This is an optimization exercise on Yosys and OpenROAD, whose aim is small area and a short achievable clock period, not a production implementation.
Where RTL was checked, it was by simulation tests only, not by an equivalence proof against the original.
The RTL of run 3 was laid out without a check of its function.
Power and IR drop assume default switching activity.

==> design/flow/design.v <==
package csr_pkg;
    localparam int XLEN       = 32;
    localparam int CSR_ADDR_W = 12;
    localparam logic [CSR_ADDR_W-1:0] csr_addr_mstatus   = 12'h300;
    localparam logic [CSR_ADDR_W-1:0] csr_addr_misa      = 12'h301;
    localparam logic [CSR_ADDR_W-1:0] csr_addr_mie       = 12'h304;
    localparam logic [CSR_ADDR_W-1:0] csr_addr_mtvec     = 12'h305;
    localparam logic [CSR_ADDR_W-1:0] csr_addr_mscratch  = 12'h340;
    localparam logic [CSR_ADDR_W-1:0] csr_addr_mepc      = 12'h341;
    localparam logic [CSR_ADDR_W-1:0] csr_addr_mcause    = 12'h342;
    localparam logic [CSR_ADDR_W-1:0] csr_addr_mtval     = 12'h343;
    localparam logic [CSR_ADDR_W-1:0] csr_addr_mip       = 12'h344;
    localparam logic [CSR_ADDR_W-1:0] csr_addr_mcycle    = 12'hb00;
    localparam logic [CSR_ADDR_W-1:0] csr_addr_minstret  = 12'hb02;
    localparam logic [CSR_ADDR_W-1:0] csr_addr_mcycleh   = 12'hb80;
    localparam logic [CSR_ADDR_W-1:0] csr_addr_minstreth = 12'hb82;
    localparam logic [CSR_ADDR_W-1:0] csr_addr_cycle     = 12'hc00;
    localparam logic [CSR_ADDR_W-1:0] csr_addr_time      = 12'hc01;
    localparam logic [CSR_ADDR_W-1:0] csr_addr_instret   = 12'hc02;
    localparam logic [CSR_ADDR_W-1:0] csr_addr_cycleh    = 12'hc80;
    localparam logic [CSR_ADDR_W-1:0] csr_addr_timeh     = 12'hc81;
    localparam logic [CSR_ADDR_W-1:0] csr_addr_instreth  = 12'hc82;
    localparam logic [CSR_ADDR_W-1:0] csr_addr_mhartid   = 12'hf14;
    localparam logic [CSR_ADDR_W-1:0] csr_addr_mtimecmp  = 12'h7c0;
    localparam logic [CSR_ADDR_W-1:0] csr_addr_mtimecmph = 12'h7c1;
    typedef enum logic [2:0] {
        csr_op_rw  = 3'b001,
        csr_op_rs  = 3'b010,
        csr_op_rc  = 3'b011,
        csr_op_rwi = 3'b101,
        csr_op_rsi = 3'b110,
        csr_op_rci = 3'b111
    } csr_op_e;
    localparam logic [XLEN-1:0] cause_msi = 32'd3;
    localparam logic [XLEN-1:0] cause_mti = 32'd7;
    localparam logic [XLEN-1:0] cause_mei = 32'd11;
    localparam logic [XLEN-1:0] misa_value = 32'h4000_0100;  
    typedef struct packed {
        logic [XLEN-9:0] zero_hi;
        logic            mpie;
        logic [2:0]      zero_mid;
        logic            mie;
        logic [2:0]      zero_lo;
    } mstatus_t;
    localparam int msi_bit = 3;
    localparam int mti_bit = 7;
    localparam int mei_bit = 11;
    localparam logic [XLEN-1:0] irq_mask = (32'd1 << msi_bit) | (32'd1 << mti_bit)
                                         | (32'd1 << mei_bit);
endpackage
module csr_unit #(
    parameter logic [csr_pkg::XLEN-1:0] MSCRATCH_RESET = 32'hb000_0000,
    parameter logic [csr_pkg::XLEN-1:0] HART_ID        = 32'd1,
    parameter logic [63:0]              MTIMECMP_RESET = 64'h0000_0000_8000_0000,
    parameter logic                     MEIE_RESET     = 1'b1
) (
    input  logic                          clk,
    input  logic                          rst_n,
    input  logic                          instruction_vld,
    input  logic [csr_pkg::XLEN-1:0]      instruction_pld,
    input  logic [4:0]                    inst_rd_idx,
    input  logic                          inst_rd_en,
    input  logic [csr_pkg::XLEN-1:0]      rs1_val,
    input  logic [63:0]                   instret,
    input  logic                          trap_vld,
    input  logic [csr_pkg::XLEN-1:0]      trap_pc,
    input  logic [csr_pkg::XLEN-1:0]      trap_cause,
    input  logic [csr_pkg::XLEN-1:0]      trap_tval,
    input  logic                          mret_en,
    input  logic                          intr_meip,
    input  logic                          intr_msip,
    input  logic                          intr_rdy,
    output logic [4:0]                    reg_index,
    output logic                          reg_wr_en,
    output logic [csr_pkg::XLEN-1:0]      reg_val,
    output logic                          intr_vld,
    output logic [csr_pkg::XLEN-1:0]      intr_op,
    output logic [csr_pkg::XLEN-1:0]      mtvec_val,
    output logic [csr_pkg::XLEN-1:0]      mepc_val
);
    logic [11:0] addr;
    logic [2:0]  funct3;
    logic [31:0] src;
    logic        wren;
    logic        op_rw;
    logic        op_rc;
    logic [31:0] keep;    
    logic [31:0] setv;    
    assign addr   = instruction_pld[31:20];
    assign funct3 = instruction_pld[14:12];
    assign src    = funct3[2] ? {27'd0, instruction_pld[19:15]} : rs1_val;
    assign wren   = instruction_vld & (funct3[1:0] != 2'b00);
    assign op_rw  = funct3[1:0] == 2'b01;
    assign op_rc  = funct3[1:0] == 2'b11;
    assign keep   = ~({32{op_rw}} | ({32{op_rc}} & src));
    assign setv   = src & ~{32{op_rc}};
    assign reg_index = inst_rd_idx;
    assign reg_wr_en = instruction_vld & inst_rd_en;
    logic a_mstatus, a_misa, a_mie, a_mtvec, a_mscratch, a_mepc, a_mcause,
          a_mtval, a_mip, a_mhartid, a_cyc_lo, a_cyc_hi, a_ins_lo, a_ins_hi,
          a_cmp_lo, a_cmp_hi, a_mcycle, a_mcycleh;
    assign a_mstatus  = addr == 12'h300;
    assign a_misa     = addr == 12'h301;
    assign a_mie      = addr == 12'h304;
    assign a_mtvec    = addr == 12'h305;
    assign a_mscratch = addr == 12'h340;
    assign a_mepc     = addr == 12'h341;
    assign a_mcause   = addr == 12'h342;
    assign a_mtval    = addr == 12'h343;
    assign a_mip      = addr == 12'h344;
    assign a_mhartid  = addr == 12'hf14;
    assign a_mcycle   = addr == 12'hb00;
    assign a_mcycleh  = addr == 12'hb80;
    assign a_cyc_lo   = a_mcycle  | (addr == 12'hc00) | (addr == 12'hc01);
    assign a_cyc_hi   = a_mcycleh | (addr == 12'hc80) | (addr == 12'hc81);
    assign a_ins_lo   = (addr == 12'hb02) | (addr == 12'hc02);
    assign a_ins_hi   = (addr == 12'hb82) | (addr == 12'hc82);
    assign a_cmp_lo   = addr == 12'h7c0;
    assign a_cmp_hi   = addr == 12'h7c1;
    logic [63:0] cycle;
    logic [63:0] cycle_inc;
    logic [63:0] mtimecmp;
    logic        st_mie, st_mpie;
    logic [2:0]  mie_q;      
    logic [2:0]  mip_q;      
    logic [31:2] mtvec_hi;
    logic        mtvec_b0;   
    logic [31:0] mscratch_q, mepc_q, mcause_q, mtval_q;
    logic        timer_pend;
    assign cycle_inc = cycle + 64'd1;
    always_ff @(posedge clk or negedge rst_n) begin
        if (!rst_n) begin
            cycle <= '0;
        end else begin
            cycle[31:0]  <= (wren & a_mcycle)  ? ((cycle[31:0] & keep) | setv)  : cycle_inc[31:0];
            cycle[63:32] <= (wren & a_mcycleh) ? ((cycle[63:32] & keep) | setv) : cycle_inc[63:32];
        end
    end
    always_ff @(posedge clk or negedge rst_n) begin
        if (!rst_n) begin
            mtimecmp <= MTIMECMP_RESET;
        end else begin
            if (wren & a_cmp_lo) mtimecmp[31:0]  <= (mtimecmp[31:0] & keep) | setv;
            if (wren & a_cmp_hi) mtimecmp[63:32] <= (mtimecmp[63:32] & keep) | setv;
        end
    end
    assign timer_pend = cycle > mtimecmp;
    always_ff @(posedge clk or negedge rst_n) begin
        if (!rst_n) begin
            st_mie  <= 1'b0;
            st_mpie <= 1'b0;
        end else if (trap_vld) begin
            st_mpie <= st_mie;
            st_mie  <= 1'b0;
        end else if (mret_en) begin
            st_mie  <= st_mpie;
            st_mpie <= 1'b1;
        end else if (wren & a_mstatus) begin
            st_mie  <= (st_mie  & keep[3]) | setv[3];
            st_mpie <= (st_mpie & keep[7]) | setv[7];
        end
    end
    always_ff @(posedge clk or negedge rst_n) begin
        if (!rst_n) begin
            mie_q <= {MEIE_RESET, 2'b00};
        end else if (wren & a_mie) begin
            mie_q <= (mie_q & {keep[11], keep[7], keep[3]}) | {setv[11], setv[7], setv[3]};
        end
    end
    logic [31:0] mtvec_new;
    assign mtvec_new = ({mtvec_hi, 1'b0, mtvec_b0} & keep) | setv;
    always_ff @(posedge clk or negedge rst_n) begin
        if (!rst_n) begin
            mtvec_hi <= '0;
            mtvec_b0 <= 1'b0;
        end else if (wren & a_mtvec) begin
            mtvec_hi <= mtvec_new[31:2];
            if (!mtvec_new[1]) mtvec_b0 <= mtvec_new[0];
        end
    end
    always_ff @(posedge clk or negedge rst_n) begin
        if (!rst_n) begin
            mscratch_q <= MSCRATCH_RESET;
        end else if (wren & a_mscratch) begin
            mscratch_q <= (mscratch_q & keep) | setv;
        end
    end
    always_ff @(posedge clk or negedge rst_n) begin
        if (!rst_n) begin
            mepc_q   <= '0;
            mcause_q <= '0;
            mtval_q  <= '0;
        end else if (trap_vld) begin
            mepc_q   <= trap_pc;
            mcause_q <= trap_cause;
            mtval_q  <= trap_cause[31] ? '0 : trap_tval;
        end else begin
            if (wren & a_mepc)   mepc_q   <= (mepc_q   & keep) | setv;
            if (wren & a_mcause) mcause_q <= (mcause_q & keep) | setv;
            if (wren & a_mtval)  mtval_q  <= (mtval_q  & keep) | setv;
        end
    end
    logic [2:0] pend;
    logic       src_any;
    assign src_any = intr_meip | intr_msip | timer_pend;
    assign pend    = mie_q & mip_q;
    assign intr_vld = st_mie & (|pend);
    always_ff @(posedge clk or negedge rst_n) begin
        if (!rst_n) begin
            mip_q <= '0;
        end else if (intr_vld & intr_rdy) begin
            mip_q <= '0;
        end else if (src_any) begin
            mip_q <= {intr_meip, timer_pend & ~intr_msip & ~intr_meip, intr_msip & ~intr_meip};
        end else if (wren & a_mip) begin
            mip_q <= (mip_q & {keep[11], keep[7], keep[3]}) | {setv[11], setv[7], setv[3]};
        end
    end
    always_comb begin
        intr_op = '0;
        if (intr_vld) begin
            if (pend[2])      intr_op = csr_pkg::cause_mei;
            else if (pend[0]) intr_op = csr_pkg::cause_msi;
            else              intr_op = csr_pkg::cause_mti;
        end
    end
    logic [31:0] mstatus_rd, mie_rd, mip_rd, mtvec_rd;
    assign mstatus_rd = {24'd0, st_mpie, 3'd0, st_mie, 3'd0};
    assign mie_rd     = {20'd0, mie_q[2], 3'd0, mie_q[1], 3'd0, mie_q[0], 3'd0};
    assign mip_rd     = {20'd0, mip_q[2], 3'd0, mip_q[1], 3'd0, mip_q[0], 3'd0};
    assign mtvec_rd   = {mtvec_hi, 1'b0, mtvec_b0};
    assign reg_val = ({32{a_mstatus}}  & mstatus_rd)
                   | ({32{a_misa}}     & csr_pkg::misa_value)
                   | ({32{a_mie}}      & mie_rd)
                   | ({32{a_mtvec}}    & mtvec_rd)
                   | ({32{a_mscratch}} & mscratch_q)
                   | ({32{a_mepc}}     & mepc_q)
                   | ({32{a_mcause}}   & mcause_q)
                   | ({32{a_mtval}}    & mtval_q)
                   | ({32{a_mip}}      & mip_rd)
                   | ({32{a_mhartid}}  & HART_ID)
                   | ({32{a_cyc_lo}}   & cycle[31:0])
                   | ({32{a_cyc_hi}}   & cycle[63:32])
                   | ({32{a_ins_lo}}   & instret[31:0])
                   | ({32{a_ins_hi}}   & instret[63:32])
                   | ({32{a_cmp_lo}}   & mtimecmp[31:0])
                   | ({32{a_cmp_hi}}   & mtimecmp[63:32]);
    assign mtvec_val = mtvec_rd;
    assign mepc_val  = mepc_q;
endmodule
==> design/flow/flow/run.sh <==
#!/bin/bash
set -euo pipefail
bash standard.sh BUFFER_PORTS_ARGS="-buffer_cell sky130_fd_sc_hd__buf_1" finish > standard_make.log 2>&1
==> design/flow/standard.sh <==
#!/bin/bash
# synth_recipe.tcl (not shown) runs the flow's synth.tcl, then flattens the netlist and writes it again
# the make line also repeats each setting of config.mk as NAME=value (left out here)
make -C /OpenROAD-flow-scripts/flow DESIGN_CONFIG=/design/flow/config.mk WORK_HOME=/design/flow/orfs CLKGATE_MAP_FILE= SYNTH_SCRIPT=/design/flow/synth_recipe.tcl "${@:-finish}"
==> design/flow/config.mk <==
export PLATFORM = sky130hd
export DESIGN_NAME = csr_unit
export DESIGN_NICKNAME = csr_unit
export VERILOG_FILES = /design/flow/design.v
export SDC_FILE = /design/flow/constraint.sdc
export NUM_CORES = 4
export LEC_CHECK = 0
export CAP_MARGIN = 20
export CORE_MARGIN = 2
export CORE_UTILIZATION = 40
export SLEW_MARGIN = 20
==> design/flow/constraint.sdc <==
create_clock -name core_clock -period 6.0 [get_ports {clk}]
set_input_delay 1.2000 -clock core_clock [delete_from_list [all_inputs] [get_ports {clk}]]
set_output_delay 1.2000 -clock core_clock [all_outputs]
set_load 0.01 [all_outputs]
==> metrics.md, run 1 <==
| Metric | Value |
|---|---|
| Register area share after synthesis | `0.401` |
| Share of cells above drive strength 1 | `0.0819` |
| Pwr per Cell Area | `238 mW/mm²` |
| Chip width | `219 µm` |
| Skew-Pair Late Insertion Delay | `570 ps` |
| CP required | `4800 ps` |
| # port buffers | `321` |
| Synthesized cell area | `0.0184 mm²` |
| Most frequent cells in the layout | `o21ai_0 (423), buf_1 (316), dfrtp_1 (290)` |
| Fill cell total of the finished layout | `4589` |
| CP Capture Type | `primary output` |
| Total CTS buffers | `36` |
| Final Skew | `28.4 ps` |
| Ratio of routed vias to standard cells | `6.41` |
| # H-tree levels | `2` |
| WL per Instance | `25.5 µm` |
| Slew Limit Fails | `0` |
| Drt pass-1 iters | `6` |
| Reg-to-reg slack, setup | `2760 ps` |
| M3 GR Usage | `0.0502` |
| DRT Wirelength | `76.4 mm` |
| Initial Util | `0.405` |
| N_diodes | `0` |
| Seq cells post-synth | `295` |
| GR Util met1 | `0.433` |
| First-pass GRT wire length | `114 mm` |
| Status | `complete, no violations` |
| Non-filler cells in the finished layout | `2993` |
| Initial antenna violation count | `0` |
| Total number of vias | `19200` |
| Placed Cells | `2930` |
| Vias in the first global route | `18300` |
| Post-route cell area | `0.0211 mm²` |
| Iteration-0 DRC Markers | `2280` |
| Hold Path Class | `primary input to async pin` |
| Syn-to-layout area delta | `14.3%` |
| Setup CP Type | `primary input to primary output` |
| CTS Hold Bufs | `0` |
| RSZ-0062 raised after global routing | `false` |
| Met2 Usage GRT | `0.487` |
| Critical Path AT | `3650 ps` |
| CTS-repair resized insts | `0` |
| # setup viols final | `0` |
| Post-DRT Antenna Nets | `0` |
| Grt ovf | `0` |
| Number of setup buffers added after CTS | `0` |
| Yosys warns | `1` |
| Fraction of registers with async set/reset | `1.00` |
| Clk slew on worst S/H paths | `50 ps` |
| Count of nets after finishing | `2671` |
| Largest net degree at the start of global routing | `153` |
| RePlAce Congestion | `0.870` |
| I/O Pins | `373` |
| DP Wirelength | `52.7 mm` |
| Die Area | `0.0478 mm²` |
| Final critical-path required period | `4850 ps` |
| Die height | `219 µm` |
| Reg2reg end | `cycle[43]` |
| R2R depth | `7` |
| Global-route usage over all layers | `0.315` |
| WHS | `502 ps` |
| Post-synth EDFFs | `0` |
| Mapped Cells | `2144` |
| Cell Rows | `78` |
| Max-capacitance violation count | `0` |
| Core Area | `0.0455 mm²` |
| Maximum fanout along the worst path | `15` |
| Worst r2r src | `cycle[8]` |
| Area of the multi-input gates | `0.00991 mm²` |
| Most Crowded Layer GR | `met2` |
| Reg area | `0.00739 mm²` |
| CTS tree | `done` |
| Tightest Pin Transition | `1120 ps` |
| Peak VDD IR | `162 µV` |
| Clk root buf | `clkbuf_16` |
| Slew margin rel. | `0.250` |
| Tcrit/Tclk final | `0.808` |
| Clk buf depth | `3` |
| Worst setup path end | `reg_val[9]` |
| Worst Setup SP | `instruction_pld[20]` |
| Setup TNS Final | `0 ps` |
| Dpl cell area | `0.0199 mm²` |
| Post-synthesis cell type count | `84` |
| Fmax | `0.206 GHz` |
| Final Hold Viols | `0` |
| CTS Sinks | `295` |
| Number of remaining DRC errors | `0` |
| Startpoint types | `primary input` |
| Synth Area per Inst | `8.60 µm²` |
| Most used DFF post-synth | `dfrtp_1` |
| Commonest non-fill, non-tap cell in the layout | `o21ai_0` |
| Pleak | `0.00847 µW` |
## worst min-delay path by stage
stage | from | endpoint | slack (ps) | depth (start not counted)
global route | rst_n | mepc_q[1] | 500 | 1
finish | rst_n | mepc_q[1] | 500 | 1
floorplan | mtval_q[2] | mtval_q[2] | 460 | 2
global placement | mtval_q[17] | mtval_q[17] | 480 | 2
detailed placement | mtval_q[7] | mtval_q[7] | 490 | 2
CTS | rst_n | mepc_q[1] | 490 | 1
## per-stage QoR
stage	setup slack [ps]	total power, µW	util
detailed placement	1160	2850	0.439
global route	1000	5180	0.464
CTS	1150	5020	0.463
finish	1150	5010	0.464
global placement	1180	2840	0.439
floorplan	1580	2570	-
## flip-flops by register name, summed over array words and instances, names as in the netlist
| signal | cells |
|---|---|
| st_mie | 1 |
| mscratch_q | 32 |
| mtvec_b0 | 1 |
| mtimecmp | 64 |
| mtval_q | 32 |
| mepc_q | 32 |
| st_mpie | 1 |
| mip_q | 3 |
| mtvec_hi | 30 |
| mie_q | 3 |
| cycle | 64 |
| mcause_q | 32 |
## critical path, cell delays in order
cell and delay (ps):
buf_1 260, or4_4 260, nor2_1 50, o21ai_0 530, nor2_4 130, buf_4 250
a22o_1 260, a221oi_1 280, nand4_1 230, buf_1 190
## cells in the mapped netlist (3+ instances only)
library cell / instances / area (µm²)
mux2_2: 44 / 495
nor2_1: 95 / 357
o32a_1: 11 / 110
a21boi_0: 3 / 22.5
o221ai_1: 25 / 219
buf_6: 5 / 56.3
mux2i_1: 5 / 50.1
a211oi_1: 5 / 37.5
a22oi_1: 49 / 368
o22a_1: 3 / 26.3
dfrtp_1: 290 / 7260
dfstp_2: 5 / 131
nor3_1: 8 / 40.0
a22o_1: 43 / 377
and2_1: 10 / 62.6
a21oi_1: 123 / 616
clkbuf_1: 136 / 510
nor4_1: 9 / 56.3
o21ai_0: 423 / 2120
buf_2: 15 / 75.1
inv_1: 86 / 323
nand4_1: 48 / 300
and3_1: 10 / 62.6
nand2_1: 196 / 736
o211ai_1: 29 / 218
a222oi_1: 33 / 330
a41oi_1: 17 / 149
buf_4: 38 / 285
nand3_1: 46 / 230
or3_1: 13 / 81.3
nor4_4: 3 / 63.8
o21ai_1: 17 / 85.1
or4_1: 3 / 22.5
o311ai_0: 3 / 26.3
a31oi_1: 34 / 213
ha_1: 65 / 813
and4_1: 8 / 70.1
o22ai_1: 30 / 188
nand2b_1: 35 / 219
a221oi_1: 42 / 368
nor2b_1: 3 / 18.8
buf_1: 10 / 37.5
or2_2: 9 / 56.3
o21a_1: 6 / 45.0
## power by group
group          internal (µW)  leakage (µW)  total [µW]  switching (µW)
clock network           1260      0.000557        2180             921
logic                    215       0.00398         642             427
registers               2090       0.00393        2190             108
## layout make-up
cell class,instances,area share
multi-input combinational,1585,0.470
sequential,295,0.350
timing repair buffer,364,0.0747
clock inverter,7,0.00374
tap,600,0.0356
clock buffer,56,0.0501
inverter,86,0.0154
## cells by family (layout without fill, tap and decap cells)
kind of cell	after synthesis	in the layout	share of synthesized area
AO/OA/AOI/OAI	914	914	0.308
flip-flops	295	295	0.401
AND/OR/NAND/NOR	526	526	0.145
adder cells (fa/ha/maj)	65	65	0.0441
other	1	29	0.000203
multiplexers	51	51	0.0308
buffers and inverters	292	513	0.0712
## layer usage
layer,share of wire,routed length [µm]
met1,0.41,31200
met2,0.45,34500
met3,0.097,7410
met4,0.042,3210
met5,0,0
==> run 2, diff against run 1 <==
==> design/flow/run.sh (new file) <==
#!/bin/bash
# synth_recipe.tcl (not shown) runs the flow's synth.tcl, then flattens the netlist and writes it again
# the make line also repeats each setting of config.mk as NAME=value (left out here)
make -C /OpenROAD-flow-scripts/flow DESIGN_CONFIG=/design/flow/config.mk WORK_HOME=/design/flow/orfs CLKGATE_MAP_FILE= SYNTH_SCRIPT=/design/flow/synth_recipe.tcl finish
removed: design/flow/flow/run.sh
removed: design/flow/standard.sh
==> run 2 against run 1 <==
Compared with the run above:
- still clean on timing, DRC and antenna
- worst setup slack got worse by 700 ps
- hold slack got worse by 2.9 ps
- cell count rose by 0.47%
- design area rose by 9.9%
- routed wire length is 2.0% higher
- non-clock buffer count up 8
- register-to-register slack gained 60 ps
- total power grew 2.4%
- sequential cell count unchanged
- critical path depth down 1
- utilization is 4.6 points higher
- highest routed layer unchanged
==> metrics.md, run 2 <==
| Metric | Value |
|---|---|
| Placed Cells | `2938` |
| Skew-Pair Late Insertion Delay | `560 ps` |
| Most frequent cells in the layout | `o21ai_0 (423), clkdlybuf4s50_1 (317), dfrtp_1 (290)` |
| Adder-Cell Fraction of Synth Area | `0.0441` |
| Pwr per Cell Area | `222 mW/mm²` |
| Number of setup buffers added after CTS | `0` |
| Seq cells post-synth | `295` |
| Worst slack at placement | `577 ps` |
| Biggest regs | `cycle: 64 flops, mtimecmp: 64 flops` |
| CP Capture Type | `primary output` |
| Peak VDD IR | `176 µV` |
| Maximum fanout along the worst path | `18` |
| Post-synthesis mux area share | `0.0308` |
| Core Area | `0.0455 mm²` |
| Reg2reg end | `cycle[43]` |
| Final Hold Viols | `0` |
| Compound-gate portion of the synthesized area | `0.308` |
| Max-capacitance violation count | `0` |
| Tcrit/Tclk final | `0.925` |
| Global-route usage over all layers | `0.321` |
| Die Area | `0.0478 mm²` |
| Yosys top cell by area | `dfrtp_1` |
| Count of nets after finishing | `2680` |
| Chip width | `219 µm` |
| Slew Limit Fails | `0` |
| Mapped Cells | `2144` |
| DRT Wirelength | `77.9 mm` |
| WL per Instance | `25.9 µm` |
| Drt pass-1 iters | `6` |
| Synthesized cell area | `0.0184 mm²` |
| Ratio of routed vias to standard cells | `6.42` |
| Initial Util | `0.405` |
| Worst r2r src | `cycle[11]` |
| Yosys warns | `1` |
| Critical Path AT | `4350 ps` |
| Largest family of logic cells by synthesized area | `compound AO/OA/AOI/OAI gates` |
| CTS tree | `done` |
| Clk slew on worst S/H paths | `50 ps` |
| Tightest Pin Transition | `1080 ps` |
| Startpoint types | `primary input` |
| Number of remaining DRC errors | `0` |
| Max incr delay on CP | `560 ps` |
| Slew margin rel. | `0.277` |
| Total CTS buffers | `37` |
| Most frequent cell after synthesis | `o21ai_0` |
| Hold Path Class | `flip-flop to flip-flop` |
| Post-synth top cells | `o21ai_0 (423), dfrtp_1 (290), nand2_1 (196)` |
| Clk buf depth | `3` |
| Setup CP Type | `primary input to primary output` |
| Crit path top cell by count | `clkdlybuf4s50_1` |
| CTS Sinks | `295` |
| # port buffers | `321` |
| # H-tree levels | `2` |
| Largest net degree at the start of global routing | `159` |
| Synth Area per Inst | `8.60 µm²` |
| Pleak | `0.00935 µW` |
| Post-synthesis xor/xnor area fraction | `0` |
| CP required | `4800 ps` |
| Vias in the first global route | `18600` |
| Clk root buf | `clkbuf_16` |
| Fill cell total of the finished layout | `4383` |
| RePlAce Congestion | `0.879` |
| Final Skew | `18.2 ps` |
| DP Wirelength | `54.6 mm` |
| Crit-path cells | `clkdlybuf4s50_1 > nor3_1 > nand2_1 > nor4_2 > buf_4 > a222oi_1 > and3_1 > nand3_1 > clkdlybuf4s50_1` |
| Cell Rows | `78` |
| Share of the synthesized area in the top cell type | `0.394` |
| Post-synthesis cell type count | `84` |
| Syn-to-layout area delta | `25.6%` |
| Grt ovf | `0` |
| Hold path startpoint | `mtval_q[25]` |
| RSZ-0062 raised after global routing | `false` |
| Commonest non-fill, non-tap cell in the layout | `o21ai_0` |
| Non-filler cells in the finished layout | `3007` |
| Hold Path Sink | `mtval_q[25]` |
| CTS Hold Bufs | `0` |
| Status | `complete, no violations` |
| Register area share after synthesis | `0.401` |
| Iteration-0 DRC Markers | `2440` |
| Worst Hold Depth | `2` |
| Synth Area in Simple Gates | `0.145` |
| I/O Pins | `373` |
| Fmax | `0.180 GHz` |
| Dpl cell area | `0.0220 mm²` |
| Share of cells above drive strength 1 | `0.0840` |
| Reg-to-reg slack, setup | `2820 ps` |
| # setup viols final | `0` |
| Post-synth EDFFs | `0` |
| R2R depth | `7` |
| Post-route cell area | `0.0232 mm²` |
| Die height | `219 µm` |
| Most used DFF post-synth | `dfrtp_1` |
| First-pass GRT wire length | `116 mm` |
| Total number of vias | `19300` |
| Fraction of registers with async set/reset | `1.00` |
| Initial antenna violation count | `1` |
| Setup TNS Final | `0 ps` |
| Setup ws final | `453 ps` |
| Synth top area cells | `dfrtp_1 (39%), o21ai_0 (11%), ha_1 (4.4%)` |
| Final critical-path required period | `5550 ps` |
| CTS-repair resized insts | `0` |
| Total power draw | `5130 µW` |
| Post-DRT Antenna Nets | `0` |
| Slowest cell on crit path | `clkdlybuf4s50_1` |
run 2: cell counts after synthesis:
Identical to the previous run, type by type.
run 2: how the worst max path moves through the flow:
stage / depth (start not counted) / end / from
finish: 9 / reg_val[3] / instruction_pld[23]
detailed placement: 9 / reg_val[3] / instruction_pld[23]
floorplan: 9 / reg_val[24] / instruction_pld[25]
global placement: 9 / reg_val[3] / instruction_pld[23]
global route: 9 / reg_val[3] / instruction_pld[23]
CTS: 9 / reg_val[3] / instruction_pld[23]
run 2: per-stage QoR:
| stage | hold WS (ps) | utilization |
|---|---|---|
| floorplan | 461 | - |
| global route | 521 | 0.509 |
| detailed placement | 485 | 0.484 |
| finish | 499 | 0.509 |
| CTS | 498 | 0.509 |
| global placement | 476 | 0.484 |
run 2: layer usage:
| metal | GRT usage | wire, µm |
|---|---|---|
| met5 | 0 | 0 |
| met1 | 0.441 | 32200 |
| met2 | 0.504 | 35700 |
| met4 | 0.109 | 2530 |
| met3 | 0.0637 | 7480 |
run 2: area by class of cell:
type,instances,area [µm²],area share
multi-input combinational,1585,9900,0.427
antenna,2,5.00,0.000216
inverter,86,325,0.0140
tap,600,751,0.0324
clock inverter,7,42.5,0.00184
timing repair buffer,372,3660,0.158
sequential,295,7390,0.319
clock buffer,60,1090,0.0472
run 2: where the power goes:
part	leakage, µW	internal, µW	switching, µW
registers	0.00393	2090	109
clock network	0.000560	1250	922
logic	0.00486	336	432
total	0.00935	3670	1460
run 2: kinds of logic (layout without fill, tap and decap cells):
logic type,Yosys count,in the layout
AOI/OAI and AO/OA,914,914
adders and majority gates,65,65
buffers and inverters,292,525
DFF,295,295
muxes,51,51
other,1,31
and+or+nand+nor,526,526
run 2: critical path, delay by kind of cell:
| kind | cells | cell delay (ps) |
|---|---|---|
| compound gates | 1 | 200 |
| simple gates | 5 | 1440 |
| buf+inv | 3 | 1490 |
==> run 3, diff against run 2 <==
--- a/design/flow/design.v
+++ b/design/flow/design.v
@@ -86,4 +86,4 @@
     logic        op_rc;
-    logic [31:0] keep;    
-    logic [31:0] setv;    
+    logic [31:0] rdata;
+    logic [31:0] wdata;
     assign addr   = instruction_pld[31:20];
@@ -94,4 +94,3 @@
     assign op_rc  = funct3[1:0] == 2'b11;
-    assign keep   = ~({32{op_rw}} | ({32{op_rc}} & src));
-    assign setv   = src & ~{32{op_rc}};
+    assign wdata  = op_rw ? src : op_rc ? (rdata & ~src) : (rdata | src);
     assign reg_index = inst_rd_idx;
@@ -134,4 +133,4 @@
         end else begin
-            cycle[31:0]  <= (wren & a_mcycle)  ? ((cycle[31:0] & keep) | setv)  : cycle_inc[31:0];
-            cycle[63:32] <= (wren & a_mcycleh) ? ((cycle[63:32] & keep) | setv) : cycle_inc[63:32];
+            cycle[31:0]  <= (wren & a_mcycle)  ? wdata  : cycle_inc[31:0];
+            cycle[63:32] <= (wren & a_mcycleh) ? wdata : cycle_inc[63:32];
         end
@@ -142,4 +141,4 @@
         end else begin
-            if (wren & a_cmp_lo) mtimecmp[31:0]  <= (mtimecmp[31:0] & keep) | setv;
-            if (wren & a_cmp_hi) mtimecmp[63:32] <= (mtimecmp[63:32] & keep) | setv;
+            if (wren & a_cmp_lo) mtimecmp[31:0]  <= wdata;
+            if (wren & a_cmp_hi) mtimecmp[63:32] <= wdata;
         end
@@ -158,4 +157,4 @@
         end else if (wren & a_mstatus) begin
-            st_mie  <= (st_mie  & keep[3]) | setv[3];
-            st_mpie <= (st_mpie & keep[7]) | setv[7];
+            st_mie  <= wdata[3];
+            st_mpie <= wdata[7];
         end
@@ -166,7 +165,5 @@
         end else if (wren & a_mie) begin
-            mie_q <= (mie_q & {keep[11], keep[7], keep[3]}) | {setv[11], setv[7], setv[3]};
-        end
-    end
-    logic [31:0] mtvec_new;
-    assign mtvec_new = ({mtvec_hi, 1'b0, mtvec_b0} & keep) | setv;
+            mie_q <= {wdata[11], wdata[7], wdata[3]};
+        end
+    end
     always_ff @(posedge clk or negedge rst_n) begin
@@ -176,4 +173,4 @@
         end else if (wren & a_mtvec) begin
-            mtvec_hi <= mtvec_new[31:2];
-            if (!mtvec_new[1]) mtvec_b0 <= mtvec_new[0];
+            mtvec_hi <= wdata[31:2];
+            if (!wdata[1]) mtvec_b0 <= wdata[0];
         end
@@ -184,3 +181,3 @@
         end else if (wren & a_mscratch) begin
-            mscratch_q <= (mscratch_q & keep) | setv;
+            mscratch_q <= wdata;
         end
@@ -197,5 +194,5 @@
         end else begin
-            if (wren & a_mepc)   mepc_q   <= (mepc_q   & keep) | setv;
-            if (wren & a_mcause) mcause_q <= (mcause_q & keep) | setv;
-            if (wren & a_mtval)  mtval_q  <= (mtval_q  & keep) | setv;
+            if (wren & a_mepc)   mepc_q   <= wdata;
+            if (wren & a_mcause) mcause_q <= wdata;
+            if (wren & a_mtval)  mtval_q  <= wdata;
         end
@@ -215,3 +212,3 @@
         end else if (wren & a_mip) begin
-            mip_q <= (mip_q & {keep[11], keep[7], keep[3]}) | {setv[11], setv[7], setv[3]};
+            mip_q <= {wdata[11], wdata[7], wdata[3]};
         end
@@ -231,3 +228,3 @@
     assign mtvec_rd   = {mtvec_hi, 1'b0, mtvec_b0};
-    assign reg_val = ({32{a_mstatus}}  & mstatus_rd)
+    assign rdata = ({32{a_mstatus}}  & mstatus_rd)
                    | ({32{a_misa}}     & csr_pkg::misa_value)
@@ -247,2 +244,3 @@
                    | ({32{a_cmp_hi}}   & mtimecmp[63:32]);
+    assign reg_val   = rdata;
     assign mtvec_val = mtvec_rd;
==> design/flow/flow/run.sh (new file) <==
#!/bin/bash
set -euo pipefail
bash standard.sh BUFFER_PORTS_ARGS="-buffer_cell sky130_fd_sc_hd__buf_1" finish > standard_make.log 2>&1
==> design/flow/standard.sh (new file) <==
#!/bin/bash
# synth_recipe.tcl (not shown) runs the flow's synth.tcl, then flattens the netlist and writes it again
# the make line also repeats each setting of config.mk as NAME=value (left out here)
make -C /OpenROAD-flow-scripts/flow DESIGN_CONFIG=/design/flow/config.mk WORK_HOME=/design/flow/orfs CLKGATE_MAP_FILE= SYNTH_SCRIPT=/design/flow/synth_recipe.tcl "${@:-finish}"
--- a/design/flow/config.mk
+++ b/design/flow/config.mk
@@ -9,3 +9,5 @@
 export CORE_MARGIN = 2
-export CORE_UTILIZATION = 40
+export CORE_UTILIZATION = 55
+export CTS_BUF_LIST = sky130_fd_sc_hd__clkbuf_4
+export SETUP_SLACK_MARGIN = 1.5
 export SLEW_MARGIN = 20
removed: design/flow/run.sh
==> run 3 against run 2 <==
Compared with the run above:
- critical path depth is the same
- synthesized cell count shrank 6.1%
- worst setup slack gained 980 ps
- total power shrank 7.7%
- largest power group unchanged
- highest routed layer unchanged
==> metrics.md, run 3 <==
| Metric | Value |
|---|---|
| Max-capacitance violation count | `0` |
| Most used DFF post-synth | `dfrtp_1` |
| Fill cell total of the finished layout | `2986` |
| Post-synthesis cell type count | `96` |
| Post-synth top cells | `dfrtp_1 (290), nand2_1 (268), o21ai_0 (150)` |
| CTS tree | `done` |
| Iteration-0 DRC Markers | `1854` |
| Setup TNS Final | `0 ps` |
| Syn-to-layout area delta | `15.7%` |
| Core Util, Final | `0.649` |
| # port buffers | `321` |
| Slew margin rel. | `0.140` |
| First-pass GRT wire length | `108 mm` |
| I/O Pins | `373` |
| Largest net degree at the start of global routing | `125` |
| Most frequent cell after synthesis | `dfrtp_1` |
| Synth top area cells | `dfrtp_1 (38%), nand2_1 (5.3%), ha_1 (4.3%)` |
| Clk slew on worst S/H paths | `60 ps` |
| Slew Limit Fails | `0` |
| Post-DRT Antenna Nets | `0` |
| Tcrit/Tclk final | `0.761` |
| Synthesized cell area | `0.0189 mm²` |
| Global-route usage over all layers | `0.405` |
| Total number of vias | `18200` |
| Fmax | `0.219 GHz` |
| Initial antenna violation count | `2` |
| Crit-path cells | `buf_4 > buf_4 > nor4bb_1 > buf_4 > and3_4 > buf_12 > a222oi_1 > nand4_1 > buf_2` |
| Fraction of registers with async set/reset | `1.00` |
| Hold Path Class | `primary input to async pin` |
| Core Area | `0.0337 mm²` |
| Yosys warns | `1` |
| Synth Area per Inst | `9.39 µm²` |
| CP required | `4800 ps` |
| Non-filler cells in the finished layout | `2870` |
| Biggest regs | `cycle: 64 flops, mtimecmp: 64 flops` |
| CTS Sinks | `295` |
| CTS Hold Bufs | `0` |
| Most frequent cells in the layout | `buf_1 (303), dfrtp_1 (290), nand2_1 (264)` |
| DR WL met3 | `8.09 mm` |
| Total CTS buffers | `83` |
| Seq cells post-synth | `295` |
| Max incr delay on CP | `650 ps` |
| CP Capture Type | `primary output` |
| Cell Rows | `67` |
| DP Wirelength | `53.4 mm` |
| Placed Cells | `2693` |
| Slowest cell on crit path | `a222oi_1` |
| Startpoint types | `primary input` |
| Routed wl met2 | `32.5 mm` |
| Pwr per Cell Area | `217 mW/mm²` |
| Die Area | `0.0359 mm²` |
| Initial Util | `0.561` |
| Ratio of routed vias to standard cells | `6.34` |
| # setup viols final | `0` |
| Register area share after synthesis | `0.391` |
| Final critical-path required period | `4560 ps` |
| DRT Wirelength | `73.1 mm` |
| Tightest Pin Transition | `1290 ps` |
| Met1 wire length | `29.0 mm` |
| Area of the multi-input gates | `0.0105 mm²` |
| Commonest non-fill, non-tap cell in the layout | `buf_1` |
| Critical Path AT | `3360 ps` |
| Number of remaining DRC errors | `0` |
| Yosys top cell by area | `dfrtp_1` |
| Setup CP Type | `primary input to primary output` |
| Pleak | `0.00879 µW` |
| Final Hold Viols | `0` |
| Maximum fanout along the worst path | `21` |
| Grt ovf | `0` |
| Chip width | `189 µm` |
| Drt pass-1 iters | `6` |
| Share of cells above drive strength 1 | `0.151` |
| Clk root buf | `clkbuf_4` |
| WL per Instance | `25.5 µm` |
| Max Used Layer | `met4` |
| Crit path top cell by count | `buf_4` |
| Count of nets after finishing | `2661` |
| Final Skew | `45.4 ps` |
| Mapped Cells | `2014` |
| RePlAce Congestion | `0.964` |
| Post-synth EDFFs | `0` |
| Skew-Pair Late Insertion Delay | `830 ps` |
| Die height | `189 µm` |
| RSZ-0062 raised after global routing | `false` |
| Vias in the first global route | `17700` |
| Status | `complete, no violations` |
| Share of the synthesized area in the top cell type | `0.384` |
| # H-tree levels | `3` |
| Reg area | `0.00739 mm²` |
| Peak VDD IR | `173 µV` |
| Clk buf depth | `3` |
| WHS | `395 ps` |
run 3: routing by layer:
layer	global-route usage	vias to the layer above
met5	0	-
met2	0.613	1086
li1	-	8035
met4	0.195	0
met3	0.107	220
met1	0.542	8852
run 3: area by class of cell:
cell class                 count  area share
multi-input combinational   1486       0.481
clock buffer                 121      0.0415
tap                          448      0.0256
sequential                   295       0.338
antenna                        1    0.000114
inverter                      91      0.0156
clock inverter                27     0.00601
timing repair buffer         401      0.0921
run 3: power by group:
part	total, µW	switching (µW)	internal, µW
combinational	677	422	255
sequential	2180	106	2070
clock	1880	946	931
run 3: kinds of logic (layout without fill, tap and decap cells):
| group | Yosys count | in the layout | synth area share |
|---|---|---|---|
| multiplexers | 120 | 120 | 0.0796 |
| buffers and inverters | 262 | 640 | 0.0669 |
| AO/OA/AOI/OAI | 547 | 547 | 0.203 |
| AND/OR/NAND/NOR | 631 | 632 | 0.173 |
| adder cells (fa/ha/maj) | 65 | 65 | 0.0430 |
| XOR/XNOR | 93 | 93 | 0.0431 |
| flip-flops | 295 | 295 | 0.391 |
| other | 1 | 30 | 0.000198 |
run 3: timing repair:
item | 4_1_cts | 5_1_grt
pin swaps | 11 | 9
gates resized for setup | 37 | 16
setup endpoints to repair | 32 | 25
cloned | 1 | 1
buffers inserted | 19 | 7
run 3: worst max-delay path, delay by kind of cell:
| kind | cells | cell delay, ps |
|---|---|---|
| compound gates | 1 | 650 |
| simple gates | 3 | 580 |
| buf+inv | 5 | 900 |
run 3: per-stage QoR:
stage / total power [µW] / cell area (µm²) / setup WS, ps
after global placement: 2840 / 20400 / 863
after global routing: 4910 / 21900 / 1490
after CTS: 4730 / 21700 / 1500
after floorplan: 2570 / 19000 / 1940
final: 4730 / 21900 / 1440
after detailed placement: 2860 / 20400 / 873
run 3: final timing paths:
path                                        to                start  cells after the start  slack, ps
worst max-delay path                reg_val[4]  instruction_pld[22]                      9       1440
worst min-delay path                  cycle[4]                rst_n                      1        400
worst max register to register       cycle[63]            cycle[27]                      7       2570
worst min register to register  mscratch_q[18]       mscratch_q[18]                      2        470
max in group asynchronous       mscratch_q[25]                rst_n                      2       4450
min in group core_clock         mscratch_q[18]       mscratch_q[18]                      2        470
==> run 4, diff against run 3 <==
--- a/design/flow/design.v
+++ b/design/flow/design.v
@@ -128,3 +128,13 @@
     logic        timer_pend;
-    assign cycle_inc = cycle + 64'd1;
+    logic [8:0] blk_c;
+    assign blk_c[0] = 1'b1;
+    for (genvar j = 0; j < 8; j++) begin : g_inc
+        logic [8:0] c;
+        assign c[0] = blk_c[j];
+        for (genvar i = 0; i < 8; i++) begin : g_bit
+            assign cycle_inc[8*j+i] = cycle[8*j+i] ^ c[i];
+            assign c[i+1]           = cycle[8*j+i] & c[i];
+        end
+        assign blk_c[j+1] = blk_c[j] & (&cycle[8*j+7:8*j]);
+    end
     always_ff @(posedge clk or negedge rst_n) begin
@@ -145,3 +155,8 @@
     end
-    assign timer_pend = cycle > mtimecmp;
+    logic [64:0] gt;
+    assign gt[0] = 1'b0;
+    for (genvar i = 0; i < 64; i++) begin : g_cmp
+        assign gt[i+1] = (cycle[i] & ~mtimecmp[i]) | ((cycle[i] | ~mtimecmp[i]) & gt[i]);
+    end
+    assign timer_pend = gt[64];
     always_ff @(posedge clk or negedge rst_n) begin
--- a/design/flow/config.mk
+++ b/design/flow/config.mk
@@ -10,3 +10,2 @@
 export CORE_UTILIZATION = 55
-export CTS_BUF_LIST = sky130_fd_sc_hd__clkbuf_4
 export SETUP_SLACK_MARGIN = 1.5
==> run 4 against run 3 <==
Compared with the run above:
- still clean on timing, DRC and antenna
- routed wire length down 17%
- register-to-register slack got worse by 820 ps
- maximum frequency grew 2.1%
- critical path depth grew 3
- first-iteration DRC count up 5.6%
- clock-buffer cell count is 69 lower
- hold slack improved by 84 ps
==> metrics.md, run 4 <==
| Metric | Value |
|---|---|
| Hold Path Class | `flip-flop to flip-flop` |
| Post-synthesis cell type count | `90` |
| Total number of vias | `16400` |
| RSZ-0062 raised after global routing | `true` |
| Post-DRT Antenna Nets | `0` |
| Clk network pwr share | `0.449` |
| Crit-path cells | `buf_1 > or3_4 > or3_4 > nor2_4 > buf_12 > buf_12 > clkbuf_16 > a22oi_1 > nand2_1 > a211oi_2 > inv_1 > buf_1` |
| Fraction of registers with async set/reset | `1.00` |
| Post-synth EDFFs | `0` |
| Synth Area per Inst | `8.76 µm²` |
| Synth top area cells | `dfrtp_1 (43%), nand2_1 (8.1%), o21ai_0 (4.6%)` |
| CP Capture Type | `primary output` |
| I/O Pins | `373` |
| DR WL met3 | `5.95 mm` |
| Syn-to-layout area delta | `17.8%` |
| Skew-Pair Late Insertion Delay | `530 ps` |
| Final Hold Viols | `0` |
| Chip width | `179 µm` |
| Mapped Cells | `1926` |
| Grt ovf | `0` |
| Clk root buf | `clkbuf_16` |
| Commonest non-fill, non-tap cell in the layout | `nand2_1` |
| Fmax | `0.224 GHz` |
| CTS tree | `done` |
| Yosys warns | `1` |
| Pwr per Cell Area | `239 mW/mm²` |
| Tcrit/Tclk final | `0.745` |
| Initial antenna violation count | `0` |
| WL per Instance | `23.0 µm` |
| Seq cells post-synth | `295` |
| Synthesized cell area | `0.0169 mm²` |
| Die Area | `0.0321 mm²` |
| Cell Rows | `64` |
| Slew margin rel. | `0.342` |
| Post-synth top cells | `nand2_1 (364), dfrtp_1 (290), o21ai_0 (155)` |
| Yosys top cell by area | `dfrtp_1` |
| Share of cells above drive strength 1 | `0.0893` |
| CTS Sinks | `295` |
| WHS | `479 ps` |
| P_sw | `1240 µW` |
| Drt pass-1 iters | `9` |
| Die height | `179 µm` |
| Sequential Power Share | `0.454` |
| Placed Cells | `2554` |
| Startpoint types | `primary input` |
| Core Area | `0.0304 mm²` |
| Status | `complete, no violations` |
| CP top delay family | `simple AND/OR/NAND/NOR gates` |
| CP required | `4800 ps` |
| Largest net degree at the start of global routing | `124` |
| DRT Wirelength | `60.5 mm` |
| # port buffers | `321` |
| Ratio of routed vias to standard cells | `6.22` |
| Count of nets after finishing | `2510` |
| Setup CP Type | `primary input to primary output` |
| Iteration-0 DRC Markers | `1957` |
| RePlAce Congestion | `0.897` |
| Met1 wire length | `24.2 mm` |
| Share of the synthesized area in the top cell type | `0.430` |
| Max incr delay on CP | `470 ps` |
| Slew Limit Fails | `0` |
| Peak VDD IR | `179 µV` |
| DP Wirelength | `40.4 mm` |
| # H-tree levels | `2` |
| Final critical-path required period | `4470 ps` |
| Clk buf depth | `3` |
| Setup TNS Final | `0 ps` |
| Most used DFF post-synth | `dfrtp_1` |
| Number of remaining DRC errors | `0` |
| Most frequent cell after synthesis | `nand2_1` |
| Slowest cell on crit path | `or3_4` |
| # setup viols final | `0` |
| Register area share after synthesis | `0.438` |
| Critical Path AT | `3270 ps` |
| Cell internal pwr | `3510 µW` |
| Routed wl met2 | `28.0 mm` |
| N_diodes | `0` |
| Maximum fanout along the worst path | `10` |
| First-pass GRT wire length | `90.1 mm` |
| Max-capacitance violation count | `0` |
| Final Skew | `25.4 ps` |
| Most frequent cells in the layout | `nand2_1 (359), buf_1 (305), dfrtp_1 (290)` |
| Initial Util | `0.554` |
| Fill cell total of the finished layout | `2667` |
| Gate power share | `0.098` |
| Vias in the first global route | `15600` |
| Tightest Pin Transition | `987 ps` |
| Buf+Inv Stages, Crit Path | `6` |
| Switching share of power | `0.261` |
| Biggest regs | `cycle: 64 flops, mtimecmp: 64 flops` |
| Clk slew on worst S/H paths | `60 ps` |
| Pleak | `0.00871 µW` |
| Max Used Layer | `met4` |
| Global-route usage over all layers | `0.371` |
| Non-filler cells in the finished layout | `2636` |
| Total CTS buffers | `35` |
run 4: changes by cell type after synthesis, sizes merged, moves of 19 or more:
cell    previous run  this run
a21oi            126       107
mux2i             66         6
mux4              21         0
a22o              13        41
nand2            268       364
nand2b            14        39
o21ai            162       310
o22ai             57         6
mux2              33         0
a222oi            13        50
inv               91        67
a221oi             4        24
xnor2             46        11
run 4: per-layer routing:
layer / GRT usage / vias up
met5: 0 / -
met4: 0.146 / 0
met3: 0.0604 / 162
met2: 0.601 / 933
met1: 0.500 / 7845
li1: - / 7458
run 4: metrics by stage:
stage               utilization  power [µW]  cell area, µm²  setup slack (ps)
finish                    0.653        4740           19900              1530
global route              0.653        4910           19900              1490
detailed placement        0.600        2640           18300               783
floorplan                     -        2430           17000              1900
CTS                       0.643        4750           19600              1490
global placement          0.600        2620           18300               898
run 4: worst paths after layout:
kind	from	to	slack [ps]	cells after the start
max	instruction_pld[31]	reg_val[20]	1530	12
min in group asynchronous	rst_n	cycle[12]	750	1
max in group asynchronous	rst_n	mepc_q[17]	3820	2
max reg2reg	cycle[7]	cycle[63]	1750	17
min	mscratch_q[25]	mscratch_q[25]	480	2
min reg2reg	mscratch_q[25]	mscratch_q[25]	480	2
run 4: cell type report:
cell class / instances / area [µm²] / share of cell area
Multi-Input combinational cell: 1434 / 8680 / 0.437
Timing Repair Buffer: 383 / 1920 / 0.0967
Clock buffer: 52 / 1030 / 0.0519
Tap cell: 396 / 495 / 0.0249
Clock inverter: 8 / 105 / 0.00529
Inverter: 68 / 256 / 0.0129
Sequential cell: 295 / 7390 / 0.372
run 4: cell families after synthesis:
| group | after synthesis | synth area share |
|---|---|---|
| flops | 295 | 0.438 |
| fa+ha+maj | 59 | 0.0433 |
| compound gates | 644 | 0.245 |
| xor+xnor | 40 | 0.0208 |
| buf+inv | 226 | 0.0634 |
| mux | 6 | 0.00356 |
| simple gates | 655 | 0.186 |
| other cells | 1 | 0.000222 |
run 4: power groups by stage:
| stage | clock network (µW) | registers (µW) | logic [µW] |
|---|---|---|---|
| final | 2130 | 2150 | 464 |
| after CTS | 2140 | 2150 | 457 |
| after global placement | 0 | 2180 | 441 |
| after global routing | 2230 | 2160 | 517 |
| after floorplan | 0 | 2170 | 258 |
| after detailed placement | 0 | 2180 | 451 |
run 4: timing repair:
item / in CTS / in global routing
pin swaps: 5 / 8
resized for setup: 28 / 34
endpoints found under the setup margin: 37 / 33
setup buffers: 9 / 8
gates cloned: 0 / 4
hold buffers: 0 / 0
run 4: tightest hold or removal path: cells and delay by family, from the launching register on:
kind	cells	cell delay, ps
DFF	1	340
AOI/OAI and AO/OA	1	60
and+or+nand+nor	1	50
==> run 5, diff against run 4 <==
--- a/design/flow/config.mk
+++ b/design/flow/config.mk
@@ -10,3 +10,6 @@
 export CORE_UTILIZATION = 55
-export SETUP_SLACK_MARGIN = 1.5
+export CTS_BUF_LIST = sky130_fd_sc_hd__clkbuf_8
+export CTS_CLUSTER_DIAMETER = 50
+export CTS_CLUSTER_SIZE = 12
+export SETUP_SLACK_MARGIN = 2.2
 export SLEW_MARGIN = 20
==> run 5 against run 4 <==
Compared with the run above:
- sequential cell count stayed put
- die area did not move
- maximum frequency about the same
- clock skew increased by 4.8 ps
- synthesized area is the same
- critical path depth fell by 2
- routed wire length up 11%
- global-route usage is 4.0 points higher
- first-iteration DRC count up 23%
- clock-buffer cell count decreased by 8
- design area grew 8.4%
==> metrics.md, run 5 <==
| Metric | Value |
|---|---|
| Initial Util | `0.554` |
| Ratio of routed vias to standard cells | `6.31` |
| Biggest regs | `cycle: 64 flops, mtimecmp: 64 flops` |
| Critical Path AT | `3270 ps` |
| Seq cells post-synth | `295` |
| Slowest cell on crit path | `or4_4` |
| Share of cells above drive strength 1 | `0.176` |
| # H-tree levels | `2` |
| Post-synth top cells | `nand2_1 (364), dfrtp_1 (290), o21ai_0 (155)` |
| N_diodes | `0` |
| Global-route usage over all layers | `0.411` |
| Core Area | `0.0304 mm²` |
| CP required | `4800 ps` |
| Mapped Cells | `1926` |
| Final critical-path required period | `4470 ps` |
| Tightest Pin Transition | `1040 ps` |
| Grt ovf | `0` |
| Number of remaining DRC errors | `0` |
| First-pass GRT wire length | `98.2 mm` |
| # setup viols final | `0` |
| Iteration-0 DRC Markers | `2412` |
| Final Hold Viols | `0` |
| Share of the synthesized area in the top cell type | `0.430` |
| CTS Sinks | `295` |
| CP top delay family | `simple AND/OR/NAND/NOR gates` |
| Post-synth EDFFs | `0` |
| Register area share after synthesis | `0.438` |
| Vias in the first global route | `16300` |
| RePlAce Congestion | `0.929` |
| Clk slew on worst S/H paths | `70 ps` |
| Maximum fanout along the worst path | `6` |
| Drt pass-1 iters | `10` |
| I/O Pins | `373` |
| Most frequent cell after synthesis | `nand2_1` |
| Synth Area per Inst | `8.76 µm²` |
| Max-capacitance violation count | `0` |
| CTS Hold Bufs | `0` |
| Post-DRT Antenna Nets | `0` |
| WHS | `484 ps` |
| Tcrit/Tclk final | `0.745` |
| Synthesized cell area | `0.0169 mm²` |
| Status | `complete, no violations` |
| Total number of vias | `17300` |
| Total CTS buffers | `38` |
| Skew-Pair Late Insertion Delay | `570 ps` |
| # port buffers | `321` |
| Clk root buf | `clkbuf_8` |
| Final Skew | `30.2 ps` |
| Most frequent cells in the layout | `nand2_1 (355), dfrtp_1 (287), buf_1 (274)` |
| Synth top area cells | `dfrtp_1 (43%), nand2_1 (8.1%), o21ai_0 (4.6%)` |
| Most used DFF post-synth | `dfrtp_1` |
| Fraction of registers with async set/reset | `1.00` |
| Yosys top cell by area | `dfrtp_1` |
| Chip width | `179 µm` |
| Initial antenna violation count | `0` |
| Setup CP Type | `primary input to primary output` |
| Clk buf depth | `3` |
| Pwr per Cell Area | `199 mW/mm²` |
| RSZ-0062 raised after global routing | `true` |
| WL per Instance | `24.4 µm` |
| Crit-path cells | `buf_12 > or4_4 > nor4_4 > buf_6 > buf_12 > a22o_1 > a221oi_2 > and3_1 > inv_1 > buf_2` |
| Fmax | `0.224 GHz` |
| Die height | `179 µm` |
| Count of nets after finishing | `2619` |
| Post-synthesis cell type count | `90` |
| Peak VDD IR | `152 µV` |
| Cell Rows | `64` |
| DP Wirelength | `40.7 mm` |
| Setup ws final | `1530 ps` |
| Startpoint types | `primary input` |
| Pleak | `0.00951 µW` |
| Buf+Inv Stages, Crit Path | `5` |
| Hold Path Class | `flip-flop to flip-flop` |
| Worst slack at placement | `803 ps` |
| Largest net degree at the start of global routing | `102` |
| Total power draw | `4280 µW` |
| Syn-to-layout area delta | `27.8%` |
| Crit path top cell by count | `buf_12` |
| Slew Limit Fails | `0` |
| Slew margin rel. | `0.291` |
| CP Capture Type | `primary output` |
| Fill cell total of the finished layout | `2457` |
| Yosys warns | `1` |
| Commonest non-fill, non-tap cell in the layout | `nand2_1` |
| Setup TNS Final | `0 ps` |
| Die Area | `0.0321 mm²` |
| CTS tree | `done` |
| Max incr delay on CP | `590 ps` |
| DRT Wirelength | `67.1 mm` |
## run 5: cells by family (layout without fill, tap and decap cells)
kind of cell	count (synthesis)	after routing	share of synthesized area
simple gates	655	658	0.186
flops	295	295	0.438
other cells	1	29	0.000222
compound gates	644	644	0.245
xor+xnor	40	40	0.0208
buf+inv	226	620	0.0634
mux	6	6	0.00356
fa+ha+maj	59	59	0.0433
## run 5: final timing paths
kind	start	cells after the start	end	slack, ps
worst max-delay path	instruction_pld[20]	10	reg_val[1]	1530
worst min-delay path	mscratch_q[28]	2	mscratch_q[28]	480
worst max register to register	cycle[1]	18	cycle[63]	2140
worst min register to register	mscratch_q[28]	2	mscratch_q[28]	480
max in group asynchronous	rst_n	2	mepc_q[23]	4090
min in group asynchronous	rst_n	1	mscratch_q[1]	660
## run 5: layer usage
metal / up-vias / share of wire / wire, µm / global-route usage
li1: 7680 / - / - / -
met1: 8315 / 0.40 / 26600 / 0.558
met2: 1106 / 0.44 / 29500 / 0.620
met3: 219 / 0.12 / 7760 / 0.102
met4: 0 / 0.047 / 3180 / 0.195
met5: - / 0 / 0 / 0
## run 5: power breakdown
part / switching (µW) / internal, µW
Combinational: 330 / 187
Sequential: 75.7 / 2070
Clock: 809 / 806
## run 5: timing repair
action                     4_1_cts  5_1_grt
gates resized for setup        172       65
pin swaps                       60       45
setup endpoints to repair      166       41
cloned                          13        3
setup buffers                   98       16
## run 5: final cells by class
| cell class | count | area [µm²] | area share |
|---|---|---|---|
| clock inverters | 21 | 188 | 0.00871 |
| inverters | 68 | 256 | 0.0119 |
| repair buffers | 487 | 3480 | 0.162 |
| clock buffers | 44 | 606 | 0.0281 |
| multi-input cells | 1436 | 9130 | 0.424 |
| well taps | 396 | 495 | 0.0230 |
| flip-flops and latches | 295 | 7390 | 0.343 |
## run 5: through the flow
stage,std cells,instance area [µm²],utilization
5_1_grt,2747,21600,0.708
2_1_floorplan,1954,17100,-
3_5_place_dp,2551,18300,0.602
6_report,2747,21600,0.708
3_3_place_gp,2551,18300,0.602
4_1_cts,2727,21000,0.690
## run 5: tightest hold or removal path, delay by kind of cell (launching register included)
kind | cells | cell delay [ps]
compound gates | 1 | 70
flops | 1 | 370
simple gates | 1 | 40
==> run 6, diff against run 5 <==
--- a/design/flow/config.mk
+++ b/design/flow/config.mk
@@ -13,3 +13,2 @@
 export CTS_CLUSTER_SIZE = 12
-export SETUP_SLACK_MARGIN = 2.2
 export SLEW_MARGIN = 20
==> run 6 against run 5 <==
Compared with the run above:
- still clean on timing, DRC and antenna
- cell count fell by 4.6%
- register-to-register slack worse by 1100 ps
- clock-buffer cell count shrank 2
- design area fell by 11%
- maximum frequency decreased by 15%
- sequential cell count stayed put
- global-route usage down 4.5 points
- hold slack improved by 1.6 ps
- utilization decreased by 7.9 points
- combinational power decreased by 12%
- worst setup slack lost 800 ps
- critical path type unchanged
- largest power group unchanged
==> metrics.md, run 6 <==
| Metric | Value |
|---|---|
| Status | `complete, no violations` |
| Peak VDD IR | `157 µV` |
| Final critical-path required period | `5280 ps` |
| Grt ovf | `0` |
| Largest net degree at the start of global routing | `124` |
| Commonest non-fill, non-tap cell in the layout | `nand2_1` |
| Biggest regs | `cycle: 64 flops, mtimecmp: 64 flops` |
| Syn-to-layout area delta | `13.4%` |
| Non-filler cells in the finished layout | `2620` |
| # port buffers | `321` |
| WL per Instance | `22.4 µm` |
| Clk root buf | `clkbuf_8` |
| Mapped Cells | `1926` |
| Register area share after synthesis | `0.438` |
| Compound-gate portion of the synthesized area | `0.245` |
| Slew margin rel. | `0.339` |
| Tcrit/Tclk final | `0.879` |
| Tightest Pin Transition | `991 ps` |
| Post-synth top cells | `nand2_1 (364), dfrtp_1 (290), o21ai_0 (155)` |
| Final Hold Viols | `0` |
| N_diodes | `0` |
| Total number of vias | `16100` |
| Fraction of registers with async set/reset | `1.00` |
| Slew Limit Fails | `0` |
| DRT Wirelength | `58.6 mm` |
| First-pass GRT wire length | `88.8 mm` |
| Clk slew on worst S/H paths | `70 ps` |
| Share of the synthesized area in the top cell type | `0.430` |
| Iteration-0 DRC Markers | `1816` |
| Seq cells post-synth | `295` |
| Total power draw | `4300 µW` |
| Post-DRT Antenna Nets | `0` |
| CP required | `4800 ps` |
| Pleak | `0.00836 µW` |
| # H-tree levels | `2` |
| Critical Path AT | `4080 ps` |
| Initial Util | `0.554` |
| Die Area | `0.0321 mm²` |
| Count of nets after finishing | `2491` |
| I/O Pins | `373` |
| Most frequent cell after synthesis | `nand2_1` |
| Final Skew | `25.2 ps` |
| Global-route usage over all layers | `0.367` |
| Max incr delay on CP | `1040 ps` |
| Vias in the first global route | `15400` |
| Total CTS buffers | `37` |
| Post-synth EDFFs | `0` |
| Hold Path Class | `flip-flop to flip-flop` |
| WHS | `485 ps` |
| CTS-repair resized insts | `0` |
| Crit path top cell by count | `buf_1` |
| Post-synthesis cell type count | `90` |
| Yosys top cell by area | `dfrtp_1` |
| Synth Area per Inst | `8.76 µm²` |
| Cell Rows | `64` |
| Chip width | `179 µm` |
| Largest family of logic cells by synthesized area | `compound AO/OA/AOI/OAI gates` |
| Post-synthesis xor/xnor area fraction | `0.0208` |
| Number of setup buffers added after CTS | `0` |
| Die height | `179 µm` |
| Synth Area in Simple Gates | `0.186` |
| Ratio of routed vias to standard cells | `6.16` |
| Adder-Cell Fraction of Synth Area | `0.0433` |
| Number of remaining DRC errors | `0` |
| Max-capacitance violation count | `0` |
| Worst slack at placement | `783 ps` |
| Placed Cells | `2554` |
| RePlAce Congestion | `0.897` |
| Clk buf depth | `3` |
| RSZ-0062 raised after global routing | `false` |
| Setup TNS Final | `0 ps` |
| Skew-Pair Late Insertion Delay | `570 ps` |
| Initial antenna violation count | `0` |
| DP Wirelength | `40.4 mm` |
| CTS Sinks | `295` |
| CP Capture Type | `primary output` |
| Most used DFF post-synth | `dfrtp_1` |
| # setup viols final | `0` |
| CTS tree | `done` |
| Yosys warns | `1` |
| Fmax | `0.190 GHz` |
| Most frequent cells in the layout | `nand2_1 (359), buf_1 (316), dfrtp_1 (290)` |
| Setup ws final | `725 ps` |
| Share of cells above drive strength 1 | `0.0733` |
| Maximum fanout along the worst path | `14` |
| Synth top area cells | `dfrtp_1 (43%), nand2_1 (8.1%), o21ai_0 (4.6%)` |
| Crit-path cells | `buf_1 > nand3b_1 > nor4_4 > buf_4 > a22o_1 > a221oi_1 > and3_1 > inv_1 > buf_1` |
| CTS Hold Bufs | `0` |
| Pwr per Cell Area | `225 mW/mm²` |
| Post-synthesis mux area share | `0.00356` |
| Setup CP Type | `primary input to primary output` |
| CP top delay family | `simple AND/OR/NAND/NOR gates` |
| Synthesized cell area | `0.0169 mm²` |
| Startpoint types | `primary input` |
| Core Area | `0.0304 mm²` |
| Buf+Inv Stages, Crit Path | `4` |
| Drt pass-1 iters | `6` |
| Slowest cell on crit path | `nor4_4` |
## run 6: cell count changes in the layout (fill, tap and decap cells not counted), moves of 14 or more
| cell | delta |
|---|---|
| ha_1 | +15 |
| a22oi_1 | +14 |
| a22oi_2 | -14 |
| buf_4 | -48 |
| buf_6 | -38 |
| buf_2 | -27 |
| buf_12 | -34 |
| buf_1 | +42 |
## run 6: power by group
group	internal (µW)	total, µW	switching, µW	leakage (µW)
logic	152	455	303	0.00397
registers	2070	2150	77.2	0.00396
clock network	873	1700	824	0.000431
total	3100	4300	1200	0.00836
## run 6: cell families after synthesis
| logic type | count (synthesis) |
|---|---|
| AO/OA/AOI/OAI | 644 |
| multiplexers | 6 |
| adder cells (fa/ha/maj) | 59 |
| XOR/XNOR | 40 |
| buffers and inverters | 226 |
| other | 1 |
| flip-flops | 295 |
| AND/OR/NAND/NOR | 655 |
## run 6: metal layers
layer / GRT usage / vias to the layer above / share of wire / routed length [µm]
li1: - / 7414 / - / -
met1: 0.500 / 7772 / 0.42 / 24500
met2: 0.590 / 800 / 0.46 / 26800
met3: 0.0545 / 144 / 0.087 / 5090
met4: 0.147 / 0 / 0.037 / 2180
met5: 0 / - / 0 / 0
## run 6: cell type report
class,count,area (µm²)
Clock inverter,23,263
Clock buffer,42,578
Sequential cell,295,7390
Timing Repair Buffer,363,1580
Fill cell,2764,11300
Multi-Input combinational cell,1433,8570
Tap cell,396,495
Inverter,68,256
## run 6: per-stage QoR
stage / instance area (µm²) / util
floorplan: 17000 / -
global placement: 18300 / 0.600
detailed placement: 18300 / 0.600
CTS: 19100 / 0.628
global route: 19100 / 0.629
finish: 19100 / 0.629
## run 6: worst reg2reg max path: stages, from the launching register on
cell	delay, ps
dfrtp_1	440
ha_1	200
nand3_1	140
nor4_1	840
nand2_1	230
or3_1	500
or3_1	450
nor3_1	430
and2_1	240
ha_1	160
ha_1	150
ha_1	150
ha_1	150
ha_1	160
ha_1	160
ha_1	150
xor2_1	140
nand2_1	60
o21ai_0	70
## run 6: final timing paths
path                       slack, ps            end                 from  cells after the start
min                              490  mscratch_q[9]        mscratch_q[9]                      2
max in group asynchronous       3860   mtvec_hi[17]                rst_n                      2
min reg2reg                      490  mscratch_q[9]        mscratch_q[9]                      2
max reg2reg                     1090      cycle[63]             cycle[0]                     18
min in group asynchronous        720    mtimecmp[1]                rst_n                      1
max                              720     reg_val[1]  instruction_pld[30]                      9

[what the ideal ports hide]
The results above use ideal ports. As a check the final layouts listed here were re-extracted and re-timed, cells and wires unchanged. Step 1 sets driving cells, clkbuf_16 on the clock port and buf_2 on the other inputs (assumed; they add their load-dependent delay and slew). Step 2 moves the port delays by t, midway between the first and last clock arrival at a register: inputs arrive t later, outputs are due t later. That takes back most of the time a late clock gives input paths. Three values: ideal ports, drivers, drivers and shift; two values: the first two.
run | t, ns | setup WS [ns] | worst setup path at the end | slew at the worst register clock pin (ns)
run 1 | 0.613 | 1.150 / 1.112 / 1.112 | input to output | 0.06 / 0.06
run 2 | 0.613 | 0.453 / 0.431 / 0.431 | input to output | 0.06 / 0.06
run 3 | 0.857 | 1.437 / 1.384 / 1.384 | input to output | 0.08 / 0.08
run 4 | 0.574 | 1.529 / 1.508 / 1.508 | input to output | 0.06 / 0.06
run 5 | 0.609 | 1.529 / 1.478 / 1.478 | input to output | 0.08 / 0.08
run 6 | 0.605 | 0.725 / 0.704 / 0.704 | input to output | 0.09 / 0.09
After both steps setup and hold are still met in every run listed. For run 3, which loses most, drivers alone change the setup slack by -0.053 ns; drivers and shift together by -0.053 ns.
